This design comes from an exercise in tuning for small area, a short achievable clock period and few clock cycles per item on the open sky130 flow, not from production work. In this exercise RTL edits were held to simulation tests only and were not proved equivalent to the original.

`flow/run.sh`:
```
#!/bin/bash
# synth_recipe.tcl (not shown) runs the flow's synth.tcl, then flattens the netlist and writes it again
# the make line also repeats each setting of config.mk as NAME=value (left out here)
make -C /OpenROAD-flow-scripts/flow DESIGN_CONFIG=/design/flow/config.mk WORK_HOME=/design/flow/orfs CLKGATE_MAP_FILE= SYNTH_SCRIPT=/design/flow/synth_recipe.tcl finish
```
`flow/config.mk`:
```
export PLATFORM = sky130hd
export DESIGN_NAME = rational_arith_normalize_core
export DESIGN_NICKNAME = rational_arith_normalize_core
export VERILOG_FILES = /design/flow/design.v
export SDC_FILE = /design/flow/constraint.sdc
export NUM_CORES = 4
export LEC_CHECK = 0
export CAP_MARGIN = 20
export CORE_MARGIN = 2
export CORE_UTILIZATION = 40
export SLEW_MARGIN = 20
```
`flow/constraint.sdc`:
```
create_clock -name core_clock -period 11.0 [get_ports {clk}]
set_input_delay 2.2000 -clock core_clock [delete_from_list [all_inputs] [get_ports {clk}]]
set_output_delay 2.2000 -clock core_clock [all_outputs]
set_load 0.01 [all_outputs]
```
`flow/design.v`:
```
`timescale 1ns / 1ps
package ran_pkg;
  localparam int WIDTH_DEF = 32;
  localparam int FIELD_W = 32;
  localparam int OP_W = 3;
  localparam int ST_W = 2;
  typedef enum logic [OP_W-1:0] {
    OP_ADD = 3'd0, OP_SUB = 3'd1, OP_MUL = 3'd2, OP_DIV = 3'd3,
    OP_NEG = 3'd4, OP_INC = 3'd5, OP_DEC = 3'd6, OP_NORM = 3'd7
  } op_t;
  typedef enum logic [ST_W-1:0] {
    ST_OK = 2'd0, ST_ZERO_DEN = 2'd1, ST_OVERFLOW = 2'd2
  } status_t;
endpackage
`timescale 1ns / 1ps
module ran_divu #(
  parameter int DW = 2 * ran_pkg::WIDTH_DEF + 1
) (
  input  logic          clk,
  input  logic          rst_n,
  input  logic          start,
  input  logic [DW-1:0] dividend,
  input  logic [DW-1:0] divisor,
  output logic          done,
  output logic [DW-1:0] quotient,
  output logic [DW-1:0] remainder
);
  localparam int CW = $clog2(DW + 1);
  logic [DW-1:0] q_r, q_nxt, rem_r, rem_nxt, dvs_r;
  logic [CW-1:0] cnt_r, cnt_nxt;
  logic busy_r, busy_nxt, done_r, done_nxt;
  logic [DW:0] trial;
  always_comb begin
    trial = {rem_r, q_r[DW-1]} - {1'b0, dvs_r};
    q_nxt = q_r;
    rem_nxt = rem_r;
    cnt_nxt = cnt_r;
    busy_nxt = busy_r;
    done_nxt = 1'b0;
    if (busy_r) begin
      if (!trial[DW]) begin
        rem_nxt = trial[DW-1:0];
        q_nxt = {q_r[DW-2:0], 1'b1};
      end else begin
        rem_nxt = {rem_r[DW-2:0], q_r[DW-1]};
        q_nxt = {q_r[DW-2:0], 1'b0};
      end
      cnt_nxt = cnt_r - 1'b1;
      if (cnt_r == CW'(1)) begin
        busy_nxt = 1'b0;
        done_nxt = 1'b1;
      end
    end
  end
  always_ff @(posedge clk) begin
    if (!rst_n) begin
      busy_r <= 1'b0;
      done_r <= 1'b0;
      cnt_r <= '0;
    end else if (start) begin
      busy_r <= 1'b1;
      done_r <= 1'b0;
      cnt_r <= CW'(DW);
    end else begin
      busy_r <= busy_nxt;
      done_r <= done_nxt;
      cnt_r <= cnt_nxt;
    end
  end
  always_ff @(posedge clk) begin
    if (start) begin
      q_r <= dividend;
      rem_r <= '0;
      dvs_r <= divisor;
    end else begin
      q_r <= q_nxt;
      rem_r <= rem_nxt;
    end
  end
  assign done = done_r;
  assign quotient = q_r;
  assign remainder = rem_r;
endmodule
`timescale 1ns / 1ps
import ran_pkg::*;
module rational_arith_normalize_core #(
  parameter int WIDTH = ran_pkg::WIDTH_DEF
) (
  input  logic clk,
  input  logic rst_n,
  input  logic in_valid,
  output logic in_ready,
  input  logic [ran_pkg::OP_W-1:0] in_operation,
  input  logic signed [ran_pkg::FIELD_W-1:0] in_left_num,
  input  logic signed [ran_pkg::FIELD_W-1:0] in_left_den,
  input  logic signed [ran_pkg::FIELD_W-1:0] in_right_num,
  input  logic signed [ran_pkg::FIELD_W-1:0] in_right_den,
  output logic out_valid,
  input  logic out_ready,
  output logic signed [ran_pkg::FIELD_W-1:0] out_result_num,
  output logic signed [ran_pkg::FIELD_W-1:0] out_result_den,
  output logic [ran_pkg::ST_W-1:0] out_status
);
  localparam int MW = 2 * WIDTH;      
  localparam int DW = MW + 1;         
  typedef enum logic [3:0] {
    S_IDLE, S_M0, S_M1, S_M2, S_SUM, S_CHECK, S_GCD_GO, S_GCD_WT,
    S_DN_GO, S_DN_WT, S_DD_GO, S_DD_WT, S_FIN, S_OUT
  } state_t;
  state_t state_r;
  logic [OP_W-1:0] op_r;
  logic [WIDTH-1:0] lnm_r, ldm_r, rnm_r, rdm_r;
  logic lns_r, lds_r, rns_r, rds_r;
  logic [MW-1:0] p0_r, p1_r, pd_r;    
  logic [DW-1:0] nm_r, dm_r, ga_r, gb_r, qn_r;
  logic nneg_r, dneg_r;
  logic signed [FIELD_W-1:0] onum_r, oden_r;
  logic [ST_W-1:0] ost_r;
  logic ovalid_r;
  logic [WIDTH-1:0] ma, mb;
  logic [MW-1:0] mp;
  assign mp = MW'(ma) * MW'(mb);
  function automatic logic [WIDTH:0] take(input logic [FIELD_W-1:0] raw);
    logic [WIDTH-1:0] x;
    x = raw[WIDTH-1:0];
    take = {x[WIDTH-1], x[WIDTH-1] ? (~x + 1'b1) : x};
  endfunction
  logic [WIDTH:0] tln, tld, trn, trd;
  assign tln = take(in_left_num);
  assign tld = take(in_left_den);
  assign trn = take(in_right_num);
  assign trd = take(in_right_den);
  logic s0, s1;
  assign s0 = lns_r ^ ((op_r == OP_MUL) ? rns_r : rds_r);
  assign s1 = rns_r ^ lds_r ^ (op_r == OP_SUB);
  logic dv_start, dv_done;
  logic [DW-1:0] dv_a, dv_b, dv_q, dv_rem;
  ran_divu #(.DW(DW)) u_div (
    .clk(clk), .rst_n(rst_n), .start(dv_start), .dividend(dv_a),
    .divisor(dv_b), .done(dv_done), .quotient(dv_q), .remainder(dv_rem)
  );
  always_comb begin
    ma = lnm_r;
    mb = rdm_r;
    case (state_r)
      S_M0: begin ma = lnm_r; mb = (op_r == OP_MUL) ? rnm_r : rdm_r; end
      S_M1: begin ma = rnm_r; mb = ldm_r; end
      S_M2: begin ma = ldm_r; mb = (op_r == OP_DIV) ? rnm_r : rdm_r; end
      default: begin ma = lnm_r; mb = rdm_r; end
    endcase
    dv_start = (state_r == S_GCD_GO) || (state_r == S_DN_GO) || (state_r == S_DD_GO);
    case (state_r)
      S_DN_GO: begin dv_a = nm_r; dv_b = ga_r; end
      S_DD_GO: begin dv_a = dm_r; dv_b = ga_r; end
      default: begin dv_a = ga_r; dv_b = gb_r; end
    endcase
  end
  function automatic logic [DW:0] sadd(input logic as, input logic [DW-1:0] am,
                                       input logic bs, input logic [DW-1:0] bm);
    logic [DW-1:0] m;
    logic s;
    if (as == bs) begin m = am + bm; s = as; end
    else if (am >= bm) begin m = am - bm; s = as; end
    else begin m = bm - am; s = bs; end
    sadd = {s && (m != '0), m};
  endfunction
  logic [DW:0] sum;
  logic [DW-1:0] lim;
  logic neg_res;
  assign lim = DW'(1) << (WIDTH - 1);
  assign neg_res = nneg_r ^ dneg_r;
  always_comb begin
    sum = '0;
    case (op_r)
      OP_ADD, OP_SUB: sum = sadd(s0, DW'(p0_r), s1, DW'(p1_r));
      OP_INC: sum = sadd(lns_r, DW'(lnm_r), lds_r, DW'(ldm_r));
      OP_DEC: sum = sadd(lns_r, DW'(lnm_r), !lds_r, DW'(ldm_r));
      OP_NEG: sum = {!lns_r && (lnm_r != '0), DW'(lnm_r)};
      OP_MUL, OP_DIV: sum = {s0 && (p0_r != '0), DW'(p0_r)};
      default: sum = {lns_r, DW'(lnm_r)};
    endcase
  end
  always_ff @(posedge clk) begin
    if (!rst_n) begin
      state_r <= S_IDLE;
      ovalid_r <= 1'b0;
    end else begin
      case (state_r)
        S_IDLE: if (in_valid) begin
          op_r <= in_operation;
          {lns_r, lnm_r} <= tln;
          {lds_r, ldm_r} <= tld;
          {rns_r, rnm_r} <= trn;
          {rds_r, rdm_r} <= trd;
          state_r <= S_M0;
        end
        S_M0: begin p0_r <= mp; state_r <= S_M1; end
        S_M1: begin p1_r <= mp; state_r <= S_M2; end
        S_M2: begin pd_r <= mp; state_r <= S_SUM; end
        S_SUM: begin
          {nneg_r, nm_r} <= sum;
          if (op_r == OP_ADD || op_r == OP_SUB || op_r == OP_MUL || op_r == OP_DIV) begin
            dm_r <= DW'(pd_r);
            dneg_r <= (pd_r != '0) && (lds_r ^ ((op_r == OP_DIV) ? rns_r : rds_r));
          end else begin
            dm_r <= DW'(ldm_r);
            dneg_r <= lds_r;
          end
          state_r <= S_CHECK;
        end
        S_CHECK: begin
          ga_r <= nm_r;
          gb_r <= dm_r;
          if (dm_r == '0) begin
            onum_r <= '0; oden_r <= '0; ost_r <= ST_ZERO_DEN;
            state_r <= S_OUT;
          end else if (nm_r == '0) begin
            onum_r <= '0;
            oden_r <= dneg_r ? {FIELD_W{1'b1}} : FIELD_W'(1);
            ost_r <= ST_OK;
            state_r <= S_OUT;
          end else begin
            state_r <= S_GCD_GO;
          end
        end
        S_GCD_GO: state_r <= S_GCD_WT;
        S_GCD_WT: if (dv_done) begin
          ga_r <= gb_r;
          gb_r <= dv_rem;
          state_r <= (dv_rem == '0) ? S_DN_GO : S_GCD_GO;
        end
        S_DN_GO: state_r <= S_DN_WT;
        S_DN_WT: if (dv_done) begin qn_r <= dv_q; state_r <= S_DD_GO; end
        S_DD_GO: state_r <= S_DD_WT;
        S_DD_WT: if (dv_done) begin gb_r <= dv_q; state_r <= S_FIN; end
        S_FIN: begin
          if (gb_r > lim - 1'b1 || qn_r > (neg_res ? lim : lim - 1'b1)) begin
            onum_r <= '0; oden_r <= '0; ost_r <= ST_OVERFLOW;
          end else begin
            onum_r <= FIELD_W'($signed(neg_res ? (~qn_r[WIDTH-1:0] + 1'b1)
                                               : qn_r[WIDTH-1:0]));
            oden_r <= FIELD_W'(gb_r[WIDTH-1:0]);
            ost_r <= ST_OK;
          end
          state_r <= S_OUT;
        end
        S_OUT: begin
          if (!ovalid_r) begin
            ovalid_r <= 1'b1;
          end else if (out_ready) begin
            ovalid_r <= 1'b0;
            state_r <= S_IDLE;
          end
        end
        default: state_r <= S_IDLE;
      endcase
    end
  end
  assign in_ready = (state_r == S_IDLE);
  assign out_valid = ovalid_r;
  assign out_result_num = onum_r;
  assign out_result_den = oden_r;
  assign out_status = ost_r;
endmodule
```
==> summary.txt <==
Yosys
  • Area leader, netlist: edfxtp_1
  • Number of enable flip-flop cells after synthesis: 849
  • Post-Syn Nets: 12300
  • YS warnings: 2
  • Post-Syn Area: 0.0958 mm^2
  • Post-synth top area share: 0.266
  • Avg Cell Area, Syn: 9.03 um^2
  • Ranking of synthesized cells by area: edfxtp_1 (27%), fa_1 (19%), ha_1 (8.6%), inv_1 (5.0%), nand2_1 (4.8%)
  • #FFs+latches synth: 928
  • Ys async rst share: 0
  • Most used DFF post-synth: edfxtp_1
  • Post-Synthesis Cells: 10600
  • Sequential area share after synthesis: 0.283
  • Number of library cell types mapped by synthesis: 100

Drt
  • Final wirelength: 406 mm
  • Vias: 83700
  • Post-route ant nets: 0
  • Drt first pass iters: 8
  • Vias per cell: 6.03
  • Drt drc: 0
  • Initial DRC Count: 9686
  • DR WL/cell: 29.3 um

Layout
  • Commonest non-fill, non-tap cells in the layout: inv_1 (1269), nand2_1 (1232), nor2_1 (1187)
  • Nets@finish: 12300
  • Most common cell after layout, fill and taps aside: inv_1
  • Register area: 0.0271 mm^2
  • Filler cells: 23300
  • Post-route cell area: 0.105 mm^2
  • Layout cell share with drive strength beyond 1: 0.0611
  • P&R area growth vs syn: 9.87%
  • Post-route insts no fill: 13900
  • Multi-input logic area: 0.0619 mm^2

Critical path
  • CP arrival: 10.94 ns
  • Most common cell on crit path: fa_1
  • Max incr delay on CP: 0.55 ns
  • Slowest cell on crit path: fa_1
  • Worst Path Max Fanout: 27
  • CP endpoint kind: flop
  • Required @ worst endpoint: 11.46 ns
  • Startpoint Class: flop
  • Crit Path Class: flop to flop

Timing
  • Clk_skew: 0.0632 ns
  • Slew @ Worst Pin: 1.38 ns
  • Final min period: 10.48 ns
  • Setup_tns: 0 ns
  • Fin. Hold Viols: 0
  • # setup viols final: 0
  • Fin crit share: 0.953
  • Slew headroom: 0.0734
  • RSZ-0062 raised after global routing: no
  • Pins Over Slew Limit: 0
  • Fmax: 95.4 MHz

CTS
  • Bufs on Longest Clock Path: 3
  • CTS clk-pin slew, worst paths: 0.07 ns
  • Total clock sinks: 928
  • CTS tree: done
  • # H-tree levels: 3
  • Hold Buf Count CTS: 0
  • Total CTS buffers: 103
  • Clock latency (worst-skew pair): 0.78 ns
  • Clock Tree Root: clkbuf_16

Job
  • Max-capacitance violation count: 0

Placed design
  • Placed Cells: 13700
  • HPWL after DPL: 322 mm
  • RD Place Congestion: 1.03
  • Post-place instance area: 0.102 mm^2
  • # port buffers: 202

Die
  • Top-level port count: 203
  • DIE HEIGHT: 493 um
  • Cell row count: 179
  • Initial Utilization: 0.402
  • Die X: 493 um
  • Full die area: 0.243 mm^2
  • Placeable Area: 0.238 mm^2

Global route
  • Pin count of the biggest net entering global routing: 111
  • First-pass GRT wire length: 584 mm
  • Vias in the first global route: 82300
  • Initial antenna violation count: 40
  • Total gr overflow: 0
  • Total GRT Usage: 0.328

Run status
  • Status: timing/DRC/antenna clean

Hold path
  • Worst min-delay path class: flop to flop
-- flip-flops by register name (all words and copies together) (netlist names), 64 cells and up --
| name | cells |
|---|---|
| p1_r | 64 |
| qn_r | 65 |
| u_div.dvs_r | 65 |
| dm_r | 64 |
| nm_r | 65 |
| u_div.rem_r | 65 |
| ga_r | 65 |
| gb_r | 65 |
| p0_r | 64 |
| u_div.q_r | 65 |
| pd_r | 64 |
-- metal layers --
metal  track usage  vias to the layer above  part of all wire
met5             0                        -           0.00030
met4         0.182                       20             0.065
met1         0.431                    42000              0.40
met2         0.513                     4453              0.45
li1              -                    36300                 -
met3        0.0562                      976             0.087
-- critical path: cells and delay by family (launching register included) --
kind,cells,cell delay [ns]
AOI/OAI and AO/OA,14,3.41
xor gates and xnor gates,1,0.16
adders and majority gates,9,3.98
buffers and inverters,8,1.63
DFF,1,0.33
muxes,1,0.32
and+or+nand+nor,2,0.32
-- synth_stat cells, drive strengths merged, types with 70 or more instances --
cell / n
inv: 1275
nand2: 1234
nor2: 1192
fa: 903
edfxtp: 849
ha: 655
a21oi: 626
clkbuf: 480
o21ai: 443
xnor2: 310
a21o: 195
nand3: 179
a22oi: 166
nor4: 160
a31oi: 154
nor3: 117
nand4: 116
mux2: 110
o21bai: 108
mux2i: 92
buf: 86
xor2: 82
nor2b: 81
dfxtp: 79
o31ai: 79
a211oi: 70
-- kinds of logic (layout without fill, tap and decap cells) --
| kind of cell | count (synthesis) | count (layout) | share of synthesized area |
|---|---|---|---|
| AO/OA/AOI/OAI | 2243 | 2243 | 0.151 |
| XOR/XNOR | 392 | 392 | 0.0358 |
| adder cells (fa/ha/maj) | 1558 | 1558 | 0.274 |
| buffers and inverters | 1846 | 1937 | 0.0733 |
| flip-flops | 928 | 928 | 0.283 |
| multiplexers | 206 | 206 | 0.0235 |
| other | 0 | 17 | 0 |
| AND/OR/NAND/NOR | 3434 | 3434 | 0.159 |
-- timing repair --
| item | in CTS | in global routing |
|---|---|---|
| resized for setup | 0 | 13 |
| endpoints found under the hold margin | 0 | 0 |
| setup buffers | 0 | 1 |
| endpoints found under the setup margin | 0 | 27 |
-- worst paths after layout --
| check | start | endpoint | slack [ns] | depth (start not counted) |
|---|---|---|---|---|
| setup / recovery | state_r[0] | p0_r[63] | 0.52 | 35 |
| hold / removal | u_div.q_r[44] | qn_r[44] | 0.47 | 0 |
| setup reg to reg | state_r[0] | p0_r[63] | 0.52 | 35 |
| hold reg to reg | u_div.q_r[44] | qn_r[44] | 0.47 | 0 |
-- area by class of cell --
type,instances,area share
Inverter,1280,0.0457
Tap cell,3167,0.0377
Clock inverter,52,0.00518
Timing Repair Buffer,465,0.0387
Antenna cell,17,0.000404
Multi-Input combinational cell,7833,0.589
Sequential cell,928,0.257
Clock buffer,140,0.0265
-- metrics by stage --
step           hold WS [ns]  setup WS, ns   util
2_1_floorplan         0.451         0.819      -
3_3_place_gp          0.468         0.335  0.428
3_5_place_dp          0.468         0.387  0.428
4_1_cts               0.472         0.343  0.442
5_1_grt               0.482       0.00636  0.442
6_report              0.470         0.520  0.442
Testbench counts, summed over its fixed seeds: cycles 870,224, items 960.

separate check: timing with driven ports:
How much do the figures lean on ideal ports? The routed layout below was timed once more, with nothing changed but the port constraints. Step 1, drivers: a clkbuf_16 drives clk and a buf_2 each remaining input, both assumed. Step 2 moves the port delays by t, midway between the first and last clock arrival at a register: inputs arrive t later, outputs are due t later. That takes back most of the time a late clock gives input paths. a / b / c = no drivers / after step 1 / after step 2; a / b = the first two.
t (ns): 0.823
setup WS [ns]: 0.520 / 0.520 / 0.520
hold slack, ns: 0.470 / 0.470 / 0.470
worst setup path after step 2: register to register
cell pins on the clock port's net: 1
After both steps this run still meets setup and hold. The setup slack of this run moves by 0.000 ns with the drivers and by 0.000 ns with both steps.
